Context: an optimization exercise on an open-source flow, tuned for small area, a short achievable clock period and few clock cycles per item. The choices shown serve that exercise and are no tape-out recipe. At most, simulation tests tie the RTL to the original design; equivalence was not proved.

// des_core
module des_core (
    input  wire        clk_i,
    input  wire        reset_i,
    input  wire        mode_i,
    input  wire        valid_i,
    input  wire        accept_i,
    input  wire [63:0] key_i,
    input  wire [63:0] data_i,
    output wire        accept_o,
    output wire [63:0] data_o_o,
    output wire        valid_o_o
);
==> flow/config.mk <==
export PLATFORM = sky130hd
export DESIGN_NAME = des_core
export DESIGN_NICKNAME = des_core
export VERILOG_FILES = /design/flow/design.v
export SDC_FILE = /design/flow/constraint.sdc
export NUM_CORES = 4
export LEC_CHECK = 0
export ABC_AREA = 1
export CAP_MARGIN = 20
export CORE_MARGIN = 2
export CORE_UTILIZATION = 40
export CTS_BUF_LIST = sky130_fd_sc_hd__clkbuf_8
export SETUP_SLACK_MARGIN = 2.6
export SLEW_MARGIN = 20
==> flow/constraint.sdc <==
create_clock -name core_clock -period 4.8 [get_ports {clk_i}]
set_input_delay 0.9600 -clock core_clock [delete_from_list [all_inputs] [get_ports {clk_i}]]
set_output_delay 0.9600 -clock core_clock [all_outputs]
set_load 0.01 [all_outputs]
standard.sh (not shown) runs the stock make flow with config.mk's settings and CLKGATE_MAP_FILE= SYNTH_SCRIPT=/design/flow/synth_recipe.tcl, a recipe that flattens the netlist after the stock synthesis.
==> flow/flow/run.sh <==
#!/bin/bash
# Standard ORFS layout with three changes:
#  - synthesis maps the logic with ABC script abc_map.script (choice-based
#    mapping with area recovery) instead of ORFS's;
#  - XOR/AND pairs are left to ABC (no half-adder extraction);
#  - ports get plain buffers instead of the resizer's default pick (a delay cell).
# The tools' output goes to standard.log; ORFS's own logs stay under orfs/logs.
set -euo pipefail
here=$(pwd)
{
  echo "proc abc {args} {"
  echo "  set i [lsearch -exact \$args -script]"
  echo "  if {\$i >= 0} { lset args [expr {\$i + 1}] $here/flow/abc_map.script }"
  echo "  yosys abc {*}\$args"
  echo "}"
  cat synth_recipe.tcl
} > my_synth.tcl
bash standard.sh "SYNTH_SCRIPT=$here/my_synth.tcl" "ADDER_MAP_FILE=" \
  "BUFFER_PORTS_ARGS=-buffer_cell sky130_fd_sc_hd__buf_1" finish > standard.log 2>&1
==> flow/flow/abc_map.script <==
strash
&get -n
&st
&dch
&nf
&put
strash
dch -f
map
topo
stime -c
Testbench counts at the start, summed over its fixed seeds: cycles 8,712, items 512.
==> next run, changes <==
==> flow/flow/abc_map.script (replaced) <==
strash
dch -f
map
strash
dch -f
map
topo
stime -c
--- a/flow/config.mk
+++ b/flow/config.mk
@@ -11 +11 @@
-export CORE_UTILIZATION = 40
+export CORE_UTILIZATION = 60
@@ -13 +13 @@
-export SETUP_SLACK_MARGIN = 2.6
+export SETUP_SLACK_MARGIN = 2.45
Outcome:
- cell area falls by a little under a tenth
- via count rises by a few percent
==> next run, changes <==
==> flow/flow/abc_map.script (replaced) <==
strash
dch -f
map -D 1600
strash
dch -f
map -D 1600
topo
stime -c
--- a/flow/config.mk
+++ b/flow/config.mk
@@ -11 +11 @@
-export CORE_UTILIZATION = 60
+export CORE_UTILIZATION = 40
=> The changed run produced a clean layout. Cell area rose by 0.70%. Synthesized area came out lower by 10%. Routed wire length shrinks by 11%. Critical path depth increases by 2. Register-to-register slack loses 0.05 ns.

* * *

Starting RTL as in the previous note.
export LEC_CHECK = 0
export ABC_AREA = 1
export CAP_MARGIN = 20
export CORE_MARGIN = 2
export CORE_UTILIZATION = 40
export CTS_BUF_LIST = sky130_fd_sc_hd__clkbuf_8
export SETUP_SLACK_MARGIN = 2.45
export SLEW_MARGIN = 20
create_clock -name core_clock -period 4.8 [get_ports {clk_i}]
==> flow/flow/abc_map.script <==
strash
dch -f
map
strash
dch -f
map
topo
stime -c
Scripts as last shown in full above: flow/flow/run.sh
Testbench counts at the start, summed over its fixed seeds: cycles 8,712, items 512.
Change:
==> flow/flow/abc_map.script (replaced) <==
strash
&get -n
&st
&dch
&nf
&put
strash
dch -f
map
topo
stime -c
Settings changed: PLACE_DENSITY from default to 0.7.
Outcome: Hold slack gains 0.0077 ns. Cell area fell by 2.6%. Cell count came out lower by 2.6%. Non-clock buffer count increases by 3. Routed wire length goes down by 5.7%. Worst setup slack is better by 0.012 ns. First-iteration DRC count decreases by 4.5%.
Change:
Settings changed: PLACE_DENSITY 0.7 to default, SETUP_SLACK_MARGIN 2.45 to 2.3.
Effect:
- design area came out lower by 2.5%
- count of clock-buffer cells in the layout came out higher by 1
- die area is unchanged
- cell count came out lower by 1.4%
- global-route usage came out higher by 0.71 points
- synthesized cell count is unchanged
- setup slack gets worse by 0.10 ns
- maximum frequency came out lower by 4.1%
- routed wire length came out higher by 1.0%
- non-clock buffer count came out lower by 29
Change:
Settings changed: SETUP_SLACK_MARGIN 2.3 to 2.5.
Effect: Synthesized cell count is unchanged. Register-to-register slack improved by 0.13 ns. Cell area rises by a few percent. Maximum frequency rises by a few percent. Count of clock-buffer cells in the layout falls by 1. Utilization rises by 2.1 points. Worst setup slack improved by 0.094 ns. Non-clock buffer count rises by 30. Area after synthesis does not change. Clock skew rises by 0.0055 ns.

* * *

des_core, a different RTL version from the one above (not shown whole).
Size in the first run: roughly 1600 cells after synthesis, roughly 130 flip-flops, ~9900 sq um of cells after synthesis.
Settings: LEC_CHECK=0, ABC_AREA=1, CAP_MARGIN=20, CORE_MARGIN=2, CORE_UTILIZATION=40, CTS_BUF_LIST=sky130_fd_sc_hd__clkbuf_8, SETUP_SLACK_MARGIN=0.3, SLEW_MARGIN=20; clock period 4.8 ns.
==> flow/flow/run.sh <==
#!/bin/bash
# Standard ORFS layout with three changes:
#  - synthesis maps the logic with an area-oriented ABC script (abc_area2.script)
#    instead of ORFS's, and leaves XOR/AND pairs to ABC (no half-adder extraction);
#  - ports get plain buffers instead of the resizer's default pick (a delay cell).
# Each tool's output goes to standard.log; ORFS's own logs stay under orfs/logs.
set -euo pipefail
here=$(pwd)
{
  echo "proc abc {args} {"
  echo "  set i [lsearch -exact \$args -script]"
  echo "  if {\$i >= 0} { lset args [expr {\$i + 1}] $here/flow/abc_area2.script }"
  echo "  yosys abc {*}\$args"
  echo "}"
  cat synth_recipe.tcl
} > my_synth.tcl
bash standard.sh "SYNTH_SCRIPT=$here/my_synth.tcl" "ADDER_MAP_FILE=" \
  "BUFFER_PORTS_ARGS=-buffer_cell sky130_fd_sc_hd__buf_1" finish > standard.log 2>&1
==> flow/flow/abc_area2.script <==
strash
dch -f
map -a
strash
dch -f
map -a
topo
stime -c
Testbench counts at the start, summed over its fixed seeds: cycles 9,216, items 512.
Edit:
==> flow/flow/run.sh (replaced) <==
#!/bin/bash
# Standard layout, with plain buffers on the ports instead of the resizer's
# default pick (a delay cell).
bash standard.sh "BUFFER_PORTS_ARGS=-buffer_cell sky130_fd_sc_hd__buf_1" finish > standard.log 2>&1
removed: flow/flow/abc_area2.script
The changed run ran to the end with no violations.
Clock-buffer cell count stays the same.
Design area is higher by 16%.
Critical path depth drops by 1.
Edit:
==> flow/flow/run.sh (replaced) <==
#!/bin/bash
# Standard ORFS layout with three changes:
#  - synthesis maps the logic with an area-oriented ABC script (abc_area2.script)
#    instead of ORFS's, and leaves XOR/AND pairs to ABC (no half-adder extraction);
#  - ports get plain buffers instead of the resizer's default pick (a delay cell).
# Each tool's output goes to standard.log; ORFS's own logs stay under orfs/logs.
set -euo pipefail
here=$(pwd)
{
  echo "proc abc {args} {"
  echo "  set i [lsearch -exact \$args -script]"
  echo "  if {\$i >= 0} { lset args [expr {\$i + 1}] $here/flow/abc_area2.script }"
  echo "  yosys abc {*}\$args"
  echo "}"
  cat synth_recipe.tcl
} > my_synth.tcl
bash standard.sh "SYNTH_SCRIPT=$here/my_synth.tcl" "ADDER_MAP_FILE=" \
  "BUFFER_PORTS_ARGS=-buffer_cell sky130_fd_sc_hd__buf_1" finish > standard.log 2>&1
==> flow/flow/abc_area2.script (new file) <==
strash
dch -f
map
strash
dch -f
map
topo
stime -c
Settings changed: SETUP_SLACK_MARGIN 0.3 to 2.6.
Utilization went up by 8.6 points.
Cell count went down by 7.1%.
Maximum frequency went up by 20%.
First-iteration DRC count went up by 25%.
Cell area went up by about 7%.
Sequential share of layout area went down by 1.6 points.
Wire length went up by 0.67%.
Non-clock buffer count went up by 82.

* * *

## the baseline
des_core, a different RTL version from the one above (not shown whole).
Size: roughly 1700 cells after synthesis, about 200 I/O pins, roughly 11000 sq um of cells after synthesis.
clock: 4.8 ns
lec_check: 0
abc_area: 1
cap_margin: 20
core_margin: 2
core_utilization: 40
cts_buf_list: sky130_fd_sc_hd__clkbuf_8
setup_slack_margin: 2.6
slew_margin: 20
==> flow/flow/run.sh <==
#!/bin/bash
# Standard ORFS layout with three changes:
#  - synthesis maps the logic with ABC script abc_map.script (choice-based
#    mapping with area recovery) instead of ORFS's;
#  - XOR/AND pairs are left to ABC (no half-adder extraction);
#  - ports get plain buffers instead of the resizer's default pick (a delay cell).
# The tools' output goes to standard.log; ORFS's own logs stay under orfs/logs.
set -euo pipefail
here=$(pwd)
{
  echo "proc abc {args} {"
  echo "  set i [lsearch -exact \$args -script]"
  echo "  if {\$i >= 0} { lset args [expr {\$i + 1}] $here/flow/abc_map.script }"
  echo "  yosys abc {*}\$args"
  echo "}"
  cat synth_recipe.tcl
} > my_synth.tcl
bash standard.sh "SYNTH_SCRIPT=$here/my_synth.tcl" "ADDER_MAP_FILE=" \
  "BUFFER_PORTS_ARGS=-buffer_cell sky130_fd_sc_hd__buf_1" finish > standard.log 2>&1
==> flow/flow/abc_map.script <==
strash
dch -f
map
strash
dch -f
map
topo
stime -c
Input-level comparison between the candidate and the baseline:
==> flow/flow/abc_map.script <==
strash
dch -f
map -a
strash
dch -f
map -a
topo
stime -c
==> comparison <==
- Compared to the baseline, the candidate has count of multi-input gates about 14% lower.
- Number of nets produced by synthesis (lower): the candidate
No run of this note included a check of the RTL's function; only the layout flow was run.

-- static timing again, ports no longer ideal --
The flow's constraints put no driver on any port. The routed layouts listed below were extracted and timed again, unchanged, in two steps.
Step 1 sets driving cells, clkbuf_16 on the clock port and buf_2 on the other inputs (assumed; they add their load-dependent delay and slew).
Step 2 times the ports against the registers' clock, not the clock port: input delays grow and output delays shrink by t, the midpoint of the rising clock arrivals with the driver on.
a / b / c = ideal / step 1 / step 2; a / b = the first two.
run | t, ns | setup slack, ns | worst setup path after step 2 | worst slew at a driven data input, ns
the first run of note 1 | 0.508 | 2.458 / 2.415 / 2.213 | input to register | 0.07
the second run of note 1 | 0.510 | 2.410 / 2.398 / 1.979 | input to register | 0.06
the third run of note 1 | 0.493 | 2.361 / 2.361 / 2.361 | register to register | 0.05
the first run of note 2 | 0.500 | 2.451 / 2.409 / 2.111 | input to register | 0.07
the second run of note 2 | 0.516 | 2.463 / 2.417 / 1.984 | input to register | 0.08
the third run of note 2 | 0.499 | 2.362 / 2.318 / 2.025 | input to register | 0.07
the fourth run of note 2 | 0.498 | 2.457 / 2.417 / 2.083 | input to register | 0.09
the first run of note 3 | 0.489 | 1.612 / 1.612 / 1.612 | register to register | 0.06
the second run of note 3 | 0.510 | 2.107 / 2.107 / 2.107 | register to register | 0.08
the third run of note 3 | 0.498 | 2.553 / 2.509 / 2.381 | input to register | 0.07
the baseline | 0.504 | 2.463 / 2.421 / 2.136 | input to register | 0.08
the candidate | 0.497 | 2.401 / 2.373 / 2.117 | input to register | 0.06
After both steps setup and hold are still met in every run listed. For the second run of note 2, which loses most, drivers alone change the setup slack by -0.046 ns; drivers and shift together by -0.479 ns.
